Context: an optimization exercise on an open-source flow, tuned for a short achievable clock period and few clock cycles per item. The choices shown serve that exercise and are no tape-out recipe. RTL that was checked went through simulation tests only; none was proved equivalent to the original. Function not checked in run 1: the RTL went through the layout flow alone. Power is estimated from default activity; no workload was simulated.

==> flow/design.v <==
package cpu_pkg;
    typedef logic [32-1:0] word_t;
    typedef logic [4-1:0] reg_idx_t;
    typedef logic [5-1:0] opcode_t;
    typedef logic [19-1:0] offset_t;
    typedef enum logic [2:0] {
        st_fetch,
        st_decode,
        st_address,
        st_memory,
        st_writeback
    } cpu_state_t;
endpackage
`timescale 1ns/1ps
module cpu_top (
    input  logic            clk,
    input  logic            rst_n,
    output logic            wb_cyc,
    output logic            wb_stb,
    output logic            wb_we,
    output cpu_pkg::word_t  wb_adr,
    output cpu_pkg::word_t  wb_dat_o,
    input  cpu_pkg::word_t  wb_dat_i,
    input  logic            wb_ack
);
    localparam int NR = 16;
    localparam int QD = 4;
    localparam int QW = $clog2(QD);
    localparam int HW = 32 - 19;
    localparam int IW = 4 + 2*4 + 19;
    function automatic logic [NR-1:0] dec1h(input logic [4-1:0] r);
        for (int i = 0; i < NR; i++) dec1h[i] = (r == i);
    endfunction
    logic              b_ld;      
    logic              b_fetch;   
    logic              b_kill;    
    logic [NR-1:0]     b_w1h;     
    cpu_pkg::word_t    pc_f;      
    logic [QD-1:0]     occ;       
    logic              fetch_ok;
    logic free, ld_done, f_done;
    assign free    = !wb_cyc || wb_ack;
    assign ld_done = wb_cyc && wb_ack && b_ld && !b_kill;
    assign f_done  = wb_cyc && wb_ack && b_fetch;
    assign fetch_ok = !occ[QD-1];
    logic [IW-1:0] iq [QD];
    logic [QW:0]   iq_rp, iq_wp;
    logic          iq_empty;
    logic [IW-1:0] fin;
    cpu_pkg::opcode_t fop;
    assign fop = wb_dat_i[31:27];
    assign fin = {!(fop == cpu_pkg::opcode_t'(0) || fop == cpu_pkg::opcode_t'(1) ||
                    fop == cpu_pkg::opcode_t'(2)),
                  fop == cpu_pkg::opcode_t'(2),
                  fop == cpu_pkg::opcode_t'(1),
                  fop == cpu_pkg::opcode_t'(0),
                  wb_dat_i[26:0]};
    assign iq_empty = iq_rp == iq_wp;
    logic              ir_v, ir_nop, ir_st, ir_ldi, ir_ld;
    logic [NR-1:0]     ir_ra1h, ir_rb1h;
    cpu_pkg::offset_t  ir_off;
    logic              x2_v, x2_ld, x2_ldi, x2_st;
    logic [NR-1:0]     x2_ra1h, x2_w1h;
    cpu_pkg::word_t    x2_base;
    cpu_pkg::offset_t  x2_off;
    logic              x3_v, x3_mem, x3_ld, x3_st;
    logic [NR-1:0]     x3_ra1h;
    logic [NR-1:0]     x3_l1h;    
    logic [NR-1:0]     x3_d1h;    
    logic [19-1:0] x3_lo;
    logic [HW-1:0]     x3_h0, x3_hp, x3_hm;
    logic [2:0]        x3_hs;     
    cpu_pkg::word_t    x3_ea;
    cpu_pkg::word_t    regs [NR];
    cpu_pkg::word_t    st_rd;     
    cpu_pkg::word_t    base_rd;   
    always_comb begin
        st_rd   = '0;
        base_rd = '0;
        for (int i = 0; i < NR; i++) begin
            st_rd = st_rd | (regs[i] & {32{x3_ra1h[i]}});
            if (i != 0) base_rd = base_rd | (regs[i] & {32{ir_rb1h[i]}});
        end
    end
    assign x3_ea = {(x3_h0 & {HW{x3_hs[0]}}) | (x3_hp & {HW{x3_hs[1]}}) | (x3_hm & {HW{x3_hs[2]}}),
                    x3_lo};
    logic x3_out, x2_out, issue_data, issue_fetch, st_byp;
    cpu_pkg::word_t st_data;
    assign x3_out = !x3_mem || free;
    assign x2_out = !x2_v || x3_out;
    assign issue_data  = free && x3_mem;
    assign issue_fetch = free && !x3_mem && fetch_ok;
    assign st_byp      = !b_kill && ((b_w1h & x3_ra1h) != '0);
    assign st_data     = st_byp ? wb_dat_i : st_rd;
    logic   haz, x1_adv, x1_pop, ir_load, ir_take;
    logic [NR-1:0] pend;
    assign pend    = x2_w1h | x3_l1h | x3_d1h | b_w1h;
    assign haz     = (ir_rb1h[NR-1:1] & pend[NR-1:1]) != '0;
    assign x1_adv  = ir_v && !ir_nop && x2_out && !haz;
    assign x1_pop  = ir_v && (ir_nop || (x2_out && !haz));
    assign ir_load = !ir_v || x1_pop;
    assign ir_take = ir_load && (!iq_empty || f_done);
    logic [IW-1:0]     ir_nxt;
    cpu_pkg::reg_idx_t ir_nxt_ra, ir_nxt_rb;
    assign ir_nxt    = iq_empty ? fin : iq[iq_rp[QW-1:0]];
    assign ir_nxt_ra = ir_nxt[26:23];
    assign ir_nxt_rb = ir_nxt[22:19];
    logic [19:0] lo_sum;
    logic                   lo_c, off_s;
    assign lo_sum = {1'b0, x2_base[19-1:0]} + {1'b0, x2_off};
    assign lo_c   = lo_sum[19];
    assign off_s  = x2_off[19-1];
    always_ff @(posedge clk or negedge rst_n) begin
        if (!rst_n) begin
            for (int i = 0; i < NR; i++) regs[i] <= '0;
        end else begin
            for (int i = 0; i < NR; i++) begin
                if (x3_l1h[i])
                    regs[i] <= x3_ea;
                else if (ld_done && b_w1h[i])
                    regs[i] <= wb_dat_i;
            end
        end
    end
    always_ff @(posedge clk or negedge rst_n) begin
        if (!rst_n) begin
            wb_cyc   <= 1'b0;
            wb_we    <= 1'b0;
            b_ld     <= 1'b0;
            b_fetch  <= 1'b0;
            b_kill   <= 1'b0;
            b_w1h    <= '0;
            pc_f     <= cpu_pkg::word_t'(0);
            occ      <= '0;
            iq_rp    <= '0;
            iq_wp    <= '0;
            ir_v     <= 1'b0;
            x2_v     <= 1'b0;
            x2_w1h   <= '0;
            x3_v     <= 1'b0;
            x3_mem   <= 1'b0;
            x3_l1h   <= '0;
            x3_d1h   <= '0;
        end else begin
            if (free) begin
                wb_cyc  <= issue_data || issue_fetch;
                wb_we   <= issue_data && x3_st;
                b_ld    <= issue_data && x3_ld;
                b_fetch <= issue_fetch;
                b_kill  <= 1'b0;
                b_w1h   <= issue_data ? x3_d1h : '0;
            end else if ((x3_l1h & b_w1h) != '0) begin
                b_kill  <= 1'b1;
            end
            if (issue_fetch) pc_f <= pc_f + cpu_pkg::word_t'(1);
            if (issue_fetch && !ir_take)
                occ <= {occ[QD-2:0], 1'b1};
            else if (ir_take && !issue_fetch)
                occ <= {1'b0, occ[QD-1:1]};
            if (f_done && !(ir_load && iq_empty)) iq_wp <= iq_wp + (QW+1)'(1);
            if (ir_load && !iq_empty) iq_rp <= iq_rp + (QW+1)'(1);
            if (ir_load) ir_v <= ir_take;
            if (x2_out) begin
                x2_v   <= x1_adv;
                x2_w1h <= (x1_adv && (ir_ld || ir_ldi)) ? ir_ra1h : '0;
            end
            if (x3_out) begin
                x3_v   <= x2_v;
                x3_mem <= x2_v && (x2_ld || x2_st);
                x3_l1h <= (x2_v && x2_ldi) ? x2_ra1h : '0;
                x3_d1h <= (x2_v && x2_ld)  ? x2_ra1h : '0;
            end
        end
    end
    always_ff @(posedge clk) begin
        if (free) begin
            wb_adr   <= x3_mem ? x3_ea : pc_f;
            wb_dat_o <= st_data;
        end
        if (f_done) iq[iq_wp[QW-1:0]] <= fin;
        if (ir_load) begin
            {ir_nop, ir_st, ir_ldi, ir_ld} <= ir_nxt[IW-1:IW-4];
            ir_off  <= ir_nxt[18:0];
            ir_ra1h <= dec1h(ir_nxt_ra);
            ir_rb1h <= dec1h(ir_nxt_rb);
        end
        if (x1_adv) begin
            x2_ld   <= ir_ld;
            x2_ldi  <= ir_ldi;
            x2_st   <= ir_st;
            x2_ra1h <= ir_ra1h;
            x2_off  <= ir_off;
            x2_base <= base_rd;
        end
        if (x3_out) begin
            x3_ld   <= x2_ld;
            x3_st   <= x2_st;
            x3_ra1h <= x2_ra1h;
            x3_lo   <= lo_sum[19-1:0];
            x3_h0   <= x2_base[32-1:19];
            x3_hp   <= x2_base[32-1:19] + HW'(1);
            x3_hm   <= x2_base[32-1:19] - HW'(1);
            x3_hs   <= {off_s && !lo_c, !off_s && lo_c, off_s == lo_c};
        end
    end
    assign wb_stb = wb_cyc;
endmodule
==> flow/run.sh <==
#!/bin/bash
# synth_recipe.tcl (not shown) runs the flow's synth.tcl, then flattens the netlist and writes it again
# the make line also repeats each setting of config.mk as NAME=value (left out here)
make -C /OpenROAD-flow-scripts/flow DESIGN_CONFIG=/design/flow/config.mk WORK_HOME=/design/flow/orfs CLKGATE_MAP_FILE= SYNTH_SCRIPT=/design/flow/synth_recipe.tcl finish
==> flow/config.mk <==
export PLATFORM = sky130hd
export DESIGN_NAME = cpu_top
export DESIGN_NICKNAME = cpu_top
export VERILOG_FILES = /design/flow/design.v
export SDC_FILE = /design/flow/constraint.sdc
export NUM_CORES = 4
export LEC_CHECK = 0
export ABC_CLOCK_PERIOD_IN_PS = 2000
export CAP_MARGIN = 20
export CORE_MARGIN = 2
export CORE_UTILIZATION = 30
export SETUP_SLACK_MARGIN = 3.5
export SLEW_MARGIN = 20
==> flow/constraint.sdc <==
create_clock -name core_clock -period 6.0 [get_ports {clk}]
set_input_delay 1.2000 -clock core_clock [delete_from_list [all_inputs] [get_ports {clk}]]
set_output_delay 1.2000 -clock core_clock [all_outputs]
set_load 0.01 [all_outputs]
==> summary.txt, run 1 <==
Hold Crit Start: ir_off[17]$_DFFE_PP_
CTS tree: yes
max-cap violations: 0
num rows: 148
Seq/Total Area, Yosys: 55.7%
synth warn: 2
Initial Util: 30.2%
Initial DRT Pass Iterations: 10
design area: 56900 µm²
Slew Viols, Final: 0
Layout Cells excl Fill: 6649
vias post-DR: 39.3k
Buf/Inv on CP: 1
Filler Cells Inserted: 16.0k
Post-DRT Antenna Nets: 0
GPL Wtd Cong: 0.883
status: no timing/DRC/antenna violations
crit-path cells: buf_2
Hold WS: 0.411 ns
Crit Path Max Fanout: 1
Lkg Pwr: 24.7 nW
Post-Route WL: 197000 µm
Hold Vio Cnt, Final: 0
DR iter-0 viols: 6153
crit path time final: 2.70 ns
net count after synthesis: 4498
FMAX: 0.371 GHz
Worst EP arrival: 1.50 ns
I/O Buffers: 101
Synth Cell Area: 49100 µm²
r2r startpoint: x3_ra1h[9]$_DFFE_PP_
Worst R2R Setup Slack: 3.36 ns
PwrDens: 601 nW/µm²
worst clock skew: 0.0296 ns
Root Buffer: clkbuf_16
critical path startpoint: wb_dat_o[5]$_DFFE_PN_
delay-heaviest family, CP: flip-flops
all-layer global routing usage: 22.7%
slowest CP cell: edfxtp_1
DRC: 0
Cell Area, Placed: 52100 µm²
Num CTS Buffers: 106
full die area: 167000 µm²
Avg Inst Size Synth: 11.1 µm²
Post-Synthesis Cells: 4432
Area Overhead vs Synth: 15.9%
post-route setup slack: 3.30 ns
chip width: 409 µm
first-pass GRT wire length: 278000 µm
largest net degree at the start of global routing: 128
Clock Sink Count: 1015
layout cells sized above 1: 13.8%
setup_tns: 0 ns
worst-margin pin slew: 1.16 ns
number of global-route vias before repair: 38.0k
Synth cell types: 60
synthesized flop and latch total: 1015
post-DR vias/cell: 5.92
Post-Place Worst Slack: 1.41 ns
Core ar.: 163000 µm²
Diodes inserted: 0
VDD IR-drop max: 434 µV
Post-synth EDFFs: 390
Final period util: 44.9%
worst-skew pair later-pin latency: 0.75 ns
IO Count: 102
Startpoint Class: flop
worst min path class: reg2reg
final net count: 4452
Slew HR: 22.9%
Placed Cells: 6381
wire per inst: 29.7 µm
initial antenna violation count: 10
Largest stage delay, worst path: 0.54 ns
CP Data Required Time: 4.80 ns
Die Y: 409 µm
CP Capture Type: output pin
endpoints failing setup: 0
clock-pin slew on the worst setup and hold paths: 0.06 ns
Remaining Overflow, GRT: 0
DP HPWL: 104000 µm
RSZ-0062 raised after global routing: true
Async S/R FF share, synth: 61.6%
top_reg_cell synth: dfrtp_1
maximum buffer depth of the clock tree: 3
H-tree depth: 3
Crit Path Category: reg2out
==> cell families (layout without fill, tap and decap cells) <==
logic type      count (synthesis)  after routing  synth area share [%]
buf+inv                       467            505                  3.92
fa+ha+maj                      31             31                 0.805
xor+xnor                       75             75                  1.34
mux                           595            595                  13.0
simple gates                 1094           1098                  9.56
compound gates               1155           1155                  15.6
flops                        1015           1015                  55.7
==> repair_timing <==
item | CTS | global route
resized for setup | 418 | 58
gates cloned | 12 | 3
setup endpoints to repair | 1114 | 368
buffers inserted | 45 | 12
pin swaps | 26 | 21
hold buffers | 0 | 0
==> metrics by stage <==
stage | util (%) | power (W)
floorplan | - | 0.0203
global placement | 32.0 | 0.0253
detailed placement | 32.0 | 0.0255
CTS | 34.7 | 0.0332
global route | 35.0 | 0.0355
finish | 35.0 | 0.0342
==> final cells by class <==
cell class	instances	area (µm²)	share of cell area (%)
timing repair inverter	2	17.5	0.0308
sequential	1015	27400	48.1
tap	2175	2720	4.78
inverter	34	158	0.277
timing repair buffer	273	2540	4.46
multi-input combinational	2954	20600	36.2
clock buffer	152	3010	5.29
clock inverter	44	514	0.903
==> placed cells by master (no fill, tap or decap), types with 11 or more instances in the layout <==
master,n
nand3_1,93
nand4_1,77
nand2_1,719
clkbuf_1,31
a222oi_1,33
buf_4,117
dfrtp_2,19
ha_4,11
ha_1,17
and3_1,44
clkbuf_8,12
clkinv_2,18
edfxtp_1,390
mux2i_1,518
nor3_1,17
xor2_1,26
a221oi_1,102
buf_2,61
mux4_2,31
a31oi_1,14
dfrtp_1,605
nor2_1,68
buf_12,14
mux2_2,44
buf_6,32
a21oi_1,28
inv_1,30
xnor2_1,49
a22oi_1,268
o21ai_0,529
clkdlybuf4s50_1,23
clkbuf_16,110
a22o_1,118
nor3_2,14
==> synthesized netlist by cell type, types with 31 or more instances <==
library cell,instances,area (µm²)
inv_1,31,116
xnor2_1,49,429
a22o_1,118,1030
edfxtp_1,390,11700
dfrtp_1,625,15600
a21oi_1,31,155
nand2_1,736,2760
buf_4,33,248
mux4_2,31,698
nor2_1,70,263
mux2_2,44,495
a22oi_1,268,2010
and3_1,47,294
a222oi_1,33,330
buf_2,33,165
nor3_1,34,170
nand3_1,95,475
o21ai_0,538,2690
a221oi_1,103,902
mux2i_1,518,5180
clkbuf_1,343,1290
nand4_1,77,482
==> routing by layer <==
metal | up-vias | routed length, µm | GRT usage, %
li1 | 16300 | - | -
met3 | 717 | 24100 | 6.54
met4 | 6 | 12900 | 12.2
met2 | 2926 | 84500 | 34.0
met5 | - | 47 | 0.259
met1 | 19400 | 75700 | 29.6
==> worst paths after layout <==
| kind | endpoint | cells after the start |
|---|---|---|
| max in group asynchronous | x3_mem$_DFFE_PN0P_ | 2 |
| min | x2_off[17]$_DFFE_PP_ | 0 |
| max reg2reg | wb_dat_o[11]$_DFFE_PN_ | 8 |
| min in group asynchronous | regs[2][27]$_DFFE_PN0P_ | 1 |
| min reg2reg | x2_off[17]$_DFFE_PP_ | 0 |
| max | wb_dat_o[5] | 1 |
==> power breakdown <==
group,switching [W],internal [W],leakage (nW)
sequential,0.00290,0.0107,11.5
combinational,0.00879,0.00499,11.5
clock,0.00295,0.00388,1.73
total,0.0146,0.0196,24.7
==> registers in the layout, summed over array words and instances, names as in the netlist, 19 cells and up <==
name	count
iq	124
wb_dat_o	32
pc_f	32
x2_base	32
x3_lo	19
ir_off	19
x2_off	19
wb_adr	32
regs	512
==> run 2: changes to the inputs <==
--- a/flow/design.v
+++ b/flow/design.v
@@ -27,3 +27,3 @@
     localparam int QD = 4;
-    localparam int QW = $clog2(QD);
+    localparam int QW = 2;   
     localparam int HW = 32 - 19;
==> summary.txt, run 2 <==
Initial Util: 30.2%
most common cell after layout, fill and taps aside: nand2_1
crit-path cells: buf_2
Worst R2R Setup Slack: 3.36 ns
ranking of synthesized cells by area: dfrtp_1 (32%), edfxtp_1 (24%), mux2i_1 (11%), nand2_1 (5.6%), o21ai_0 (5.5%)
Async S/R FF share, synth: 61.6%
Crit Path Category: reg2out
layout cells sized above 1: 13.8%
DRC: 0
Die Y: 409 µm
Post-DRT Antenna Nets: 0
largest net degree at the start of global routing: 128
clock-pin slew on the worst setup and hold paths: 0.06 ns
Worst EP arrival: 1.50 ns
vias post-DR: 39.3k
most frequent cells in the layout: nand2_1 (719), dfrtp_1 (605), o21ai_0 (529)
wire per inst: 29.7 µm
Lkg Pwr: 24.7 nW
Slew Viols, Final: 0
post-DR vias/cell: 5.92
GPL Wtd Cong: 0.883
Diodes inserted: 0
worst-margin pin slew: 1.16 ns
net count after synthesis: 4498
crit path time final: 2.70 ns
endpoints failing setup: 0
Hold Crit Depth: 0
Synth Cell Area: 49100 µm²
Commonest cells post-synth: nand2_1 (736), dfrtp_1 (625), o21ai_0 (538)
hold endpoint: x2_off[17]$_DFFE_PP_
number of global-route vias before repair: 38.0k
post-route setup slack: 3.30 ns
top_reg_cell synth: dfrtp_1
top cell type's share of synthesized area: 31.9%
VDD IR-drop max: 434 µV
Hold Crit Start: ir_off[17]$_DFFE_PP_
Post-Place Worst Slack: 1.41 ns
max-cap violations: 0
Clock Sink Count: 1015
Seq/Total Area, Yosys: 55.7%
Slew HR: 22.9%
full die area: 167000 µm²
Area Overhead vs Synth: 15.9%
Biggest register: regs
CTS tree: yes
Post-Synthesis Cells: 4432
maximum buffer depth of the clock tree: 3
Root Buffer: clkbuf_16
DP HPWL: 104000 µm
RSZ-0062 raised after global routing: true
final net count: 4452
max reg flops: 512
most common cell in the netlist: nand2_1
I/O Buffers: 101
R2R cell count: 8
Startpoint Class: flop
r2r startpoint: x3_ra1h[9]$_DFFE_PP_
slowest CP cell: edfxtp_1
all-layer global routing usage: 22.7%
Crit Path Max Fanout: 1
Buf/Inv on CP: 1
RR Endpoint: wb_dat_o[11]$_DFFE_PN_
synthesized flop and latch total: 1015
CP Data Required Time: 4.80 ns
DR iter-0 viols: 6153
Post-synth EDFFs: 390
delay-heaviest family, CP: flip-flops
IO Count: 102
Synth cell types: 60
Remaining Overflow, GRT: 0
Initial DRT Pass Iterations: 10
Post-Route WL: 197000 µm
initial antenna violation count: 10
setup_tns: 0 ns
worst min path class: reg2reg
Core ar.: 163000 µm²
first-pass GRT wire length: 278000 µm
num rows: 148
Largest stage delay, worst path: 0.54 ns
CP Capture Type: output pin
CTS Hold Bufs: 0
Final period util: 44.9%
worst clock skew: 0.0296 ns
final core occ: 35.0%
Avg Inst Size Synth: 11.1 µm²
synth warn: 2
Hold WS: 0.411 ns
Num CTS Buffers: 106
Hold Vio Cnt, Final: 0
chip width: 409 µm
worst-skew pair later-pin latency: 0.75 ns
H-tree depth: 3
dominant cell type by area after synthesis: dfrtp_1
PwrDens: 601 nW/µm²
status: no timing/DRC/antenna violations
FMAX: 0.371 GHz
run 2: cell counts after synthesis:
No cell type changed its count.
run 2: layer usage:
| layer | track usage, % | wire (µm) | up-vias |
|---|---|---|---|
| li1 | - | - | 16300 |
| met1 | 29.6 | 75700 | 19400 |
| met2 | 34.0 | 84500 | 2926 |
| met3 | 6.54 | 24100 | 717 |
| met4 | 12.2 | 12900 | 6 |
| met5 | 0.259 | 47 | - |
run 2: final cells by class:
| cell class | instances | area, µm² |
|---|---|---|
| Multi-Input combinational cell | 2954 | 20600 |
| Clock buffer | 152 | 3010 |
| Inverter | 34 | 158 |
| Fill cell | 16000 | 106000 |
| Sequential cell | 1015 | 27400 |
| Timing Repair inverter | 2 | 17.5 |
| Tap cell | 2175 | 2720 |
| Timing Repair Buffer | 273 | 2540 |
| Clock inverter | 44 | 514 |
run 2: kinds of logic after synthesis:
group,count (synthesis),share of synthesized area (%)
compound gates,1155,15.6
simple gates,1094,9.56
flops,1015,55.7
mux,595,13.0
buf+inv,467,3.92
xor+xnor,75,1.34
fa+ha+maj,31,0.805
run 2: worst register-to-register path: stages, from the launching register on:
cell and delay, ns:
edfxtp_1 0.42, buf_12 0.20, a221oi_1 0.45, and3_1 0.24
a31oi_4 0.16, buf_4 0.21, buf_8 0.23, nor3_4 0.41
a21oi_1 0.08
run 2: how the worst max path moves through the flow:
stage / startpoint / endpoint / slack [ns] / cells after the start
finish: wb_dat_o[5]$_DFFE_PN_ / wb_dat_o[5] / 3.30 / 1
global placement: wb_ack / regs[13][30]$_DFFE_PN0P_ / 1.50 / 6
CTS: wb_dat_o[5]$_DFFE_PN_ / wb_dat_o[5] / 3.31 / 1
detailed placement: wb_ack / regs[9][31]$_DFFE_PN0P_ / 1.41 / 6
floorplan: wb_ack / occ[3]$_DFFE_PN0P_ / 3.12 / 11
global route: wb_dat_o[5]$_DFFE_PN_ / wb_dat_o[5] / 3.30 / 1
run 2: power breakdown:
| part | switching (W) | total, W | internal [W] |
|---|---|---|---|
| registers | 0.00290 | 0.0136 | 0.0107 |
| logic | 0.00879 | 0.0138 | 0.00499 |
| clock network | 0.00295 | 0.00683 | 0.00388 |
run 2: repair_timing:
item,CTS,global route
setup endpoints to repair,1114,368
pin swaps,26,21
resized for setup,418,58
buffers inserted,45,12
gates cloned,12,3
run 2: through the flow:
| stage | cell area [µm²] | std cells | total power (W) |
|---|---|---|---|
| final | 56900 | 6649 | 0.0342 |
| after CTS | 56500 | 6634 | 0.0332 |
| after detailed placement | 52100 | 6381 | 0.0255 |
| after floorplan | 49200 | 4432 | 0.0203 |
| after global placement | 52000 | 6379 | 0.0253 |
| after global routing | 56900 | 6649 | 0.0355 |
Testbench counts of run 2, summed over its fixed seeds: cycles 19,517, instructions 12,288.

[afterwards: timing with drivers on the ports]
In the flow no input, the clock included, has a driving cell. The finished layouts below were timed again as built, in two steps.
Step 1 (the two cells are an assumption about what drives the block):
set clk [get_ports {clk}]
set_driving_cell -lib_cell sky130_fd_sc_hd__clkbuf_16 $clk
set_driving_cell -lib_cell sky130_fd_sc_hd__buf_2 [delete_from_list [all_inputs] $clk]
Step 2 moves the port delays by t, midway between the first and last clock arrival at a register: inputs arrive t later, outputs are due t later. That takes back most of the time a late clock gives input paths.
a / b / c = ideal ports / drivers / drivers and shift; a / b = the first two.
run	shift t [ns]	slack for setup (ns)	worst setup path at the end	latest minus earliest clock arrival (ns)	slew at the worst register clock pin (ns)
run 1	0.822	3.304 / 3.223 / 2.769	input to register	0.031 / 0.031	0.07 / 0.07
run 2	0.822	3.304 / 3.223 / 2.769	input to register	0.031 / 0.031	0.07 / 0.07
After both steps setup and hold are still met in every run listed.
